From an optimization exercise on the open Yosys and OpenROAD flow, aimed at small area; shortcuts taken in it are not production practice. The RTL was checked by simulation tests, not by an equivalence proof against the original design. Power is estimated from default activity; no workload was simulated.

## id_stage
module id_stage #(
   parameter int WORD_WIDTH = 32,
   parameter int REG_COUNT  = 32,
   parameter int CNT_WIDTH  = 16
) (
   input  logic                  CLK,
   input  logic                  RST_N,
   input  logic [WORD_WIDTH-1:0] IR_in,
   input  logic [WORD_WIDTH-1:0] PC4_in,
   input  logic                  IF_valid,
   input  logic                  flush,
   input  logic                  RegWrite_WB,
   input  logic [4:0]            WriteReg_WB,
   input  logic [WORD_WIDTH-1:0] WriteData_WB,
   input  logic                  MemRead_EX,
   input  logic [4:0]            Rt_EX,
   output logic [WORD_WIDTH-1:0] A_0,
   output logic [WORD_WIDTH-1:0] B_0,
   output logic [5:0]            Out31_26_0,
   output logic [5:0]            Out5_0_0,
   output logic [4:0]            Out25_21_0,
   output logic [4:0]            Out20_16_0,
   output logic [4:0]            Out15_11_0,
   output logic [4:0]            Out10_6_0,
   output logic [WORD_WIDTH-1:0] PC4_out,
   output logic                  valid_out,
   output logic                  stall,
   output logic [CNT_WIDTH-1:0]  stall_cnt
);
==> flow/config.mk <==
export PLATFORM = sky130hd
export DESIGN_NAME = id_stage
export DESIGN_NICKNAME = id_stage
export VERILOG_FILES = /design/flow/design.v
export SDC_FILE = /design/flow/constraint.sdc
export NUM_CORES = 4
export LEC_CHECK = 0
export CAP_MARGIN = 5
export CORE_MARGIN = 2
export CORE_UTILIZATION = 55
export PLACE_DENSITY = 0.65
export SLEW_MARGIN = 5
==> flow/constraint.sdc <==
create_clock -name core_clock -period 7.5 [get_ports {CLK}]
set_input_delay 1.5000 -clock core_clock [delete_from_list [all_inputs] [get_ports {CLK}]]
set_output_delay 1.5000 -clock core_clock [all_outputs]
set_load 0.01 [all_outputs]
standard.sh (not shown) runs the stock make flow with config.mk's settings and CLKGATE_MAP_FILE= SYNTH_SCRIPT=/design/flow/synth_recipe.tcl, a recipe that flattens the netlist after the stock synthesis.
==> flow/flow/run.sh <==
#!/bin/bash
# Own flow: the standard layout (standard.sh), with
#  - synthesis mapping the logic for area (my_synth.tcl, area.abc),
#  - port buffers of the smallest buffer cell,
#  - clock tree synthesis without dummy loads.
# Every tool's output goes to a log file in this folder.
set -euo pipefail
here=$(pwd)
export MY_ABC_SCRIPT=$here/flow/area.abc
bash standard.sh \
  SYNTH_SCRIPT=$here/flow/my_synth.tcl \
  "BUFFER_PORTS_ARGS=-buffer_cell sky130_fd_sc_hd__buf_1" \
  "CTS_ARGS=-sink_clustering_enable -repair_clock_nets -dont_use_dummy_load -buf_list sky130_fd_sc_hd__clkbuf_8 -sink_clustering_size 16 -sink_clustering_max_diameter 100" \
  finish > $here/flow_make.log 2>&1
==> flow/flow/area.abc <==
strash
&get -n
&nf -R 1000
&put
==> flow/flow/my_synth.tcl <==
# The standard synthesis (synth_recipe.tcl), except that Yosys's abc step
# maps the logic with the area-oriented ABC script in area.abc.
proc synth {args} { yosys synth -nofsm -noshare {*}$args }
proc abc {args} {
  set i [lsearch -exact $args -script]
  if { $i >= 0 } {
    lset args [expr { $i + 1 }] $::env(MY_ABC_SCRIPT)
  }
  yosys abc {*}$args
}
source $::env(SCRIPTS_DIR)/synth.tcl
# left out here: clear keep_hierarchy, flatten, clean up, hide names made inside functions, write 1_2_yosys.v
The first run finished with timing, DRC and antenna clean.
Then changed:
--- a/flow/flow/run.sh
+++ b/flow/flow/run.sh
@@ -13 +13 @@
-  "CTS_ARGS=-sink_clustering_enable -repair_clock_nets -dont_use_dummy_load -buf_list sky130_fd_sc_hd__clkbuf_8 -sink_clustering_size 16 -sink_clustering_max_diameter 100" \
+  "CTS_ARGS=-sink_clustering_enable -repair_clock_nets -dont_use_dummy_load -buf_list sky130_fd_sc_hd__clkbuf_8 -sink_clustering_size 14 -sink_clustering_max_diameter 70" \
Worst setup slack got worse by 0.037 ns.
Final cell count is about the same.
Global-route usage hardly moves.
Power rises slightly.
Sequential power stays flat.
Wire length is about the same.
Cell area barely changes.
Clock skew falls by 0.012 ns.
Sequential share of layout area falls by 0.13 points.

## port drivers added, routing unchanged
No port has a modelled driver above. Below, the same layouts with a new extraction and two added sets of constraints.
Step 1 (the two cells are an assumption about what drives the block):
set clk [get_ports {CLK}]
set_driving_cell -lib_cell sky130_fd_sc_hd__clkbuf_16 $clk
set_driving_cell -lib_cell sky130_fd_sc_hd__buf_2 [delete_from_list [all_inputs] $clk]
Step 2, shift: input delay + t, output delay - t, t = (earliest + latest rising clock arrival at the registers) / 2. This alone moves slack from input paths to output paths.
a / b / c = no drivers / after step 1 / after step 2; a / b = the first two.
run | t (ns) | setup slack, ns | worst setup path after step 2 | worst slew at a driven data input, ns | pins driven straight from the clock port
the first run | 0.800 | 1.191 / 1.118 / 1.644 | input to output | 0.14 | 1
the second run | 0.794 | 1.154 / 1.085 / 1.636 | input to output | 0.14 | 1
After both steps every run listed still meets setup and hold.
